What follows belongs to an exercise in optimizing a design on an open flow for a short achievable clock period and few clock cycles per item; a production flow would make more cautious choices. At most, simulation tests tie the RTL to the original design; equivalence was not proved.

==> 12-16: inputs <==
## iir_df1_biquad_axis
module iir_df1_biquad_axis
#(
    parameter int unsigned coeff_width  = 16,
    parameter int unsigned inout_width  = 16,
    parameter int unsigned scale_factor = 14,
    parameter int          a1_int_coeff = -31880,
    parameter int          a2_int_coeff = 15531,
    parameter int          bo_int_coeff = 167,
    parameter int          b1_int_coeff = -302,
    parameter int          b2_int_coeff = 167
) (
    input  logic                          clk,
    input  logic                          rst,
    input  logic                          s_axis_tvalid,
    input  logic signed [inout_width-1:0] s_axis_tdata,
    output logic                          m_axis_tready,
    output logic signed [inout_width-1:0] m_axis_tdata,
    output logic                          m_axis_tvalid
);
==> flow/config.mk <==
export PLATFORM = sky130hd
export DESIGN_NAME = iir_df1_biquad_axis
export DESIGN_NICKNAME = iir_df1_biquad_axis
export VERILOG_FILES = /design/flow/design.v
export SDC_FILE = /design/flow/constraint.sdc
export NUM_CORES = 4
export LEC_CHECK = 0
export ABC_CLOCK_PERIOD_IN_PS = 2500
export CAP_MARGIN = 20
export CORE_MARGIN = 2
export CORE_UTILIZATION = 40
export SETUP_SLACK_MARGIN = 4.5
export SLEW_MARGIN = 20
==> flow/constraint.sdc <==
create_clock -name core_clock -period 7.0 [get_ports {clk}]
set_input_delay 1.4000 -clock core_clock [delete_from_list [all_inputs] [get_ports {clk}]]
set_output_delay 1.4000 -clock core_clock [all_outputs]
set_load 0.01 [all_outputs]
run.sh (not shown) runs the stock make flow with config.mk's settings and CLKGATE_MAP_FILE= SYNTH_SCRIPT=/design/flow/synth_recipe.tcl, a recipe that flattens the netlist after the stock synthesis.
==> inputs of 03-09, as changes to 12-16 <==
--- a/flow/design.v
+++ b/flow/design.v
@@ -79,53 +79,12 @@
         p = '0;
         for (int i = 0; i < 8; i++) begin
             if ({c, b} == 3'(i)) p = 16'(k * ((((i & 3) ^ 2) - 2) + (i >> 2)));
         end
     end
 endmodule
-module iir_biquad_g (
-    input  logic [17:0] b,
-    input  logic        c0,
-    input  logic        c1,
-    input  logic        c2,
-    input  logic        c3,
-    input  logic        c4,
-    input  logic [31:0] fk,
-    output logic [31:0] s,
-    output logic [31:0] co
-);
-    logic [17:0] q0, q1, q2, q3;
-    logic [15:0] q4;
-    logic [31:0] s1, k1, s2, k2, s3, k3;
-    iir_biquad_lut_a2 u_q0 (.b(b[3:0]),   .c(c0), .p(q0));
-    iir_biquad_lut_a2 u_q1 (.b(b[7:4]),   .c(c1), .p(q1));
-    iir_biquad_lut_a2 u_q2 (.b(b[11:8]),  .c(c2), .p(q2));
-    iir_biquad_lut_a2 u_q3 (.b(b[15:12]), .c(c3), .p(q3));
-    iir_biquad_lut_top #(.k(-15531)) u_q4 (.b(b[17:16]), .c(c4), .p(q4));
-    iir_biquad_csa #(.w(32)) u_1 (.a(32'(q0)), .b(32'(q1) << 4), .c(32'(q2) << 8),
-                                  .s(s1), .co(k1));
-    iir_biquad_csa #(.w(32)) u_2 (.a(32'(q3) << 12), .b(32'(q4) << 16), .c(fk), .s(s2), .co(k2));
-    iir_biquad_csa #(.w(32)) u_3 (.a(s1), .b(k1), .c(s2), .s(s3), .co(k3));
-    iir_biquad_csa #(.w(32)) u_4 (.a(s3), .b(k3), .c(k2), .s(s), .co(co));
-endmodule
-module iir_biquad_digits (
-    input  logic [31:0] s,
-    input  logic [31:0] c,
-    output logic [22:0] d
-);
-    logic [4:0]  n0, n1, n2, n3;
-    logic [2:0]  n4;
-    logic [14:0] nl;
-    assign n0 = {1'b0, s[17:14]} + {1'b0, c[17:14]};
-    assign n1 = {1'b0, s[21:18]} + {1'b0, c[21:18]};
-    assign n2 = {1'b0, s[25:22]} + {1'b0, c[25:22]};
-    assign n3 = {1'b0, s[29:26]} + {1'b0, c[29:26]};
-    assign n4 = {1'b0, s[31:30]} + {1'b0, c[31:30]};
-    assign nl = {1'b0, s[13:0]} + {1'b0, c[13:0]};
-    assign d  = {n4[1:0], n3[3:0], n2[3:0], n1[3:0], n0[3:0], n3[4], n2[4], n1[4], n0[4], nl[14]};
-endmodule
 import iir_df1_biquad_axis_pkg::*;
 module iir_df1_biquad_axis
 #(
     parameter int unsigned coeff_width  = 16,
     parameter int unsigned inout_width  = 16,
     parameter int unsigned scale_factor = 14,
@@ -225,27 +184,59 @@
     iir_biquad_csa #(.w(26)) u_f4 (.a(f_s1), .b(f_c1), .c(f_s2), .s(f_s4), .co(f_c4));
     iir_biquad_csa #(.w(26)) u_f5 (.a(f_c2), .b(f_s3), .c(f_c3), .s(f_s5), .co(f_c5));
     iir_biquad_csa #(.w(26)) u_f6 (.a(f_s4), .b(f_c4), .c(f_s5), .s(f_s6), .co(f_c6));
     iir_biquad_csa #(.w(26)) u_f7 (.a(f_s6), .b(f_c6), .c(f_c5), .s(f_s7), .co(f_c7));
     logic [25:0] fsum;
     assign fsum = fs + fc;
-    logic [aw-1:0] ga_s, ga_c, gb_s, gb_c;
+    logic [17:0]   gd_b;
+    logic          gd_c0, gd_c1, gd_c2, gd_c3, gd_c4;
+    logic [17:0]   q0, q1, q2, q3;
+    logic [15:0]   q4;
+    logic [aw-1:0] g_op [6];
+    logic [aw-1:0] g_s1, g_c1, g_s2, g_c2, g_s3, g_c3, g_s4, g_c4;
     logic          use_galt;
-    iir_biquad_g u_ga (
-        .b(lb), .c0(c14), .c1(lc1), .c2(lc2), .c3(lc3), .c4(lc4), .fk(f3k), .s(ga_s), .co(ga_c)
-    );
-    iir_biquad_g u_gb (
-        .b(18'(y2)), .c0(1'b0), .c1(1'b0), .c2(1'b0), .c3(1'b0), .c4(1'b0), .fk(f3k),
-        .s(gb_s), .co(gb_c)
-    );
-    assign use_galt = v4 & y1s;
+    always_comb begin
+        if (v4) begin
+            gd_b  = lb;
+            gd_c0 = c14;
+            gd_c1 = lc1;
+            gd_c2 = lc2;
+            gd_c3 = lc3;
+            gd_c4 = lc4;
+        end else begin
+            gd_b  = 18'(y2);
+            gd_c0 = 1'b0;
+            gd_c1 = 1'b0;
+            gd_c2 = 1'b0;
+            gd_c3 = 1'b0;
+            gd_c4 = 1'b0;
+        end
+        use_galt = v4 & y1s;
+    end
+    iir_biquad_lut_a2 u_q0 (.b(gd_b[3:0]),   .c(gd_c0), .p(q0));
+    iir_biquad_lut_a2 u_q1 (.b(gd_b[7:4]),   .c(gd_c1), .p(q1));
+    iir_biquad_lut_a2 u_q2 (.b(gd_b[11:8]),  .c(gd_c2), .p(q2));
+    iir_biquad_lut_a2 u_q3 (.b(gd_b[15:12]), .c(gd_c3), .p(q3));
+    iir_biquad_lut_top #(.k(-15531)) u_q4 (.b(gd_b[17:16]), .c(gd_c4), .p(q4));
+    always_comb begin
+        g_op[0] = aw'(q0);
+        g_op[1] = aw'(q1) << 4;
+        g_op[2] = aw'(q2) << 8;
+        g_op[3] = aw'(q3) << 12;
+        g_op[4] = aw'(q4) << 16;
+        g_op[5] = f3k;
+    end
+    iir_biquad_csa #(.w(aw)) u_g1 (.a(g_op[0]), .b(g_op[1]), .c(g_op[2]), .s(g_s1), .co(g_c1));
+    iir_biquad_csa #(.w(aw)) u_g2 (.a(g_op[3]), .b(g_op[4]), .c(g_op[5]), .s(g_s2), .co(g_c2));
+    iir_biquad_csa #(.w(aw)) u_g3 (.a(g_s1), .b(g_c1), .c(g_s2), .s(g_s3), .co(g_c3));
+    iir_biquad_csa #(.w(aw)) u_g4 (.a(g_s3), .b(g_c3), .c(g_c2), .s(g_s4), .co(g_c4));
     logic [18:0]   r0, r1, r2, r3;
     logic [15:0]   r4;
     logic [aw-1:0] l_op [4];
     logic [aw-1:0] l_s1, l_c1, l_s2, l_c2, l_s3, l_c3, l_s4, l_c4;
-    logic [aw-1:0] satp_s, satp_c, satn_s, satn_c;
+    logic [aw-1:0] satp_s, satp_c, satn_s, satn_c, alt_s, alt_c, t_s, t_c;
     logic          use_tree;
     iir_biquad_lut_a1 u_r0 (.b(lb[3:0]),   .c(1'b0), .p(r0));
     iir_biquad_lut_a1 u_r1 (.b(lb[7:4]),   .c(lc1),  .p(r1));
     iir_biquad_lut_a1 u_r2 (.b(lb[11:8]),  .c(lc2),  .p(r2));
     iir_biquad_lut_a1 u_r3 (.b(lb[15:12]), .c(lc3),  .p(r3));
     iir_biquad_lut_top #(.k(31880)) u_r4 (.b(lb[17:16]), .c(lc4), .p(r4));
@@ -256,46 +247,57 @@
         l_op[3] = (aw'(r3) << 12) | (c14 ? aw'(31880) : aw'(0));
     end
     iir_biquad_csa #(.w(aw)) u_l1 (.a(l_op[0]), .b(l_op[1]), .c(l_op[2]), .s(l_s1), .co(l_c1));
     iir_biquad_csa #(.w(aw)) u_l2 (.a(l_op[3]), .b(gs), .c(gc), .s(l_s2), .co(l_c2));
     iir_biquad_csa #(.w(aw)) u_l3 (.a(l_s1), .b(l_c1), .c(l_s2), .s(l_s3), .co(l_c3));
     iir_biquad_csa #(.w(aw)) u_l4 (.a(l_s3), .b(l_c3), .c(l_c2), .s(l_s4), .co(l_c4));
-    logic [22:0] st_tree, st_sat, st_next;
-    iir_biquad_digits u_dt (.s(l_s4), .c(l_c4), .d(st_tree));
     iir_biquad_csa #(.w(aw)) u_kp (.a(gs), .b(gc), .c(k_pos), .s(satp_s), .co(satp_c));
     iir_biquad_csa #(.w(aw)) u_kn (.a(gs), .b(gc), .c(k_neg), .s(satn_s), .co(satn_c));
-    logic [22:0] st_satp, st_satn;
-    iir_biquad_digits u_dp (.s(satp_s), .c(satp_c), .d(st_satp));
-    iir_biquad_digits u_dn (.s(satn_s), .c(satn_c), .d(st_satn));
-    assign st_sat = y1p ? st_satp : st_satn;
     always_comb begin
         use_tree = v4 & ~y1s;
-        if (use_tree) begin
-            st_next = st_tree;
-        end else if (v4) begin
-            st_next = st_sat;
+        if (v4) begin
+            alt_s = y1p ? satp_s : satn_s;
+            alt_c = y1p ? satp_c : satn_c;
         end else if (rst_q) begin
-            st_next = '0;
+            alt_s = '0;
+            alt_c = '0;
         end else begin
-            st_next = {lb, lc4, lc3, lc2, lc1, c14};
+            alt_s = {lb, 14'b0};
+            alt_c = {1'b0, lc4, 3'b0, lc3, 3'b0, lc2, 3'b0, lc1, 3'b0, c14, 14'b0};
         end
+        t_s = use_tree ? l_s4 : alt_s;
+        t_c = use_tree ? l_c4 : alt_c;
     end
+    logic [4:0] n0, n1, n2, n3;
+    logic [2:0] n4;
+    logic [14:0] nl;
+    assign n0 = {1'b0, t_s[17:14]} + {1'b0, t_c[17:14]};
+    assign n1 = {1'b0, t_s[21:18]} + {1'b0, t_c[21:18]};
+    assign n2 = {1'b0, t_s[25:22]} + {1'b0, t_c[25:22]};
+    assign n3 = {1'b0, t_s[29:26]} + {1'b0, t_c[29:26]};
+    assign n4 = {1'b0, t_s[31:30]} + {1'b0, t_c[31:30]};
+    assign nl = {1'b0, t_s[13:0]} + {1'b0, t_c[13:0]};
     always_ff @(posedge clk) begin
         ready_q <= ready_q | rst;
         rst_q   <= rst;
         vin <= s_axis_tvalid & ready_q & ~rst;
         xin <= s_axis_tdata;
         a1   <= 17'(xin) + 17'(xh2);
         b1   <= xh1;
         fs   <= f_s7;
         fc   <= f_c7;
         f3k  <= aw'(signed'(fsum)) + k_a2;
-        gs   <= use_galt ? f3k : (v4 ? ga_s : gb_s);
-        gc   <= use_galt ? (y1p ? kg_pos : kg_neg) : (v4 ? ga_c : gb_c);
+        gs   <= use_galt ? f3k : g_s4;
+        gc   <= use_galt ? (y1p ? kg_pos : kg_neg) : g_c4;
         yo   <= y1;
-        {lb, lc4, lc3, lc2, lc1, c14} <= st_next;
+        lb  <= {n4[1:0], n3[3:0], n2[3:0], n1[3:0], n0[3:0]};
+        lc1 <= n0[4];
+        lc2 <= n1[4];
+        lc3 <= n2[4];
+        lc4 <= n3[4];
+        c14 <= nl[14];
         if (rst_q) begin
             xh1 <= '0;
             xh2 <= '0;
             y2  <= '0;
         end else begin
             if (vin) begin
==> metrics.md <==
| Metric | Value |
|---|---|
| Outcome | `finished clean` |
| HP Start | `fs[0]$_DFF_P_` |
| Plain + repair buffers | `357` |
| Clock Skews | `0.0235 ns` |
| Fraction of area in multi-input gates | `58.4%` |
| Worst-margin pin slew | `1.01 ns` |
| Count of non-CTS inverters in the layout | `365` |
| Post-CTS sizing | `561` |
# the run above: 03-09

==> metrics.md <==
| Metric | Value |
|---|---|
| Fraction of area in multi-input gates | `60.9%` |
| Worst-margin pin slew | `1.23 ns` |
| HP Start | `fs[1]$_DFF_P_` |
| Post-CTS sizing | `579` |
| Clock Skews | `0.0155 ns` |
| Count of non-CTS inverters in the layout | `523` |
| Outcome | `finished clean` |
# the run above: 12-16

Testbench counts of 03-09, summed over its fixed seeds: cycles 24,056, items 24,000.
For 12-16, only the layout was checked, not whether the RTL still works.

static timing again, ports no longer ideal:
No port has a modelled driver above. Below, the same layouts with a new extraction and two added sets of constraints. Step 1: set_driving_cell puts a clkbuf_16 on clk and a buf_2 on each other input, an assumption about the parent block. Step 2 times the ports against the registers' clock, not the clock port: input delays grow and output delays shrink by t, the midpoint of the rising clock arrivals with the driver on. Three values: ideal ports, drivers, drivers and shift; two values: the first two.
run | t, ns | setup WS [ns] | slew at the worst register clock pin (ns) | worst slew at a driven data input, ns
12-16 | 0.641 | 2.966 / 2.966 / 2.966 | 0.06 / 0.06 | 0.03
03-09 | 0.618 | 3.246 / 3.246 / 3.246 | 0.07 / 0.07 | 0.03
After both steps every run listed still meets setup and hold.
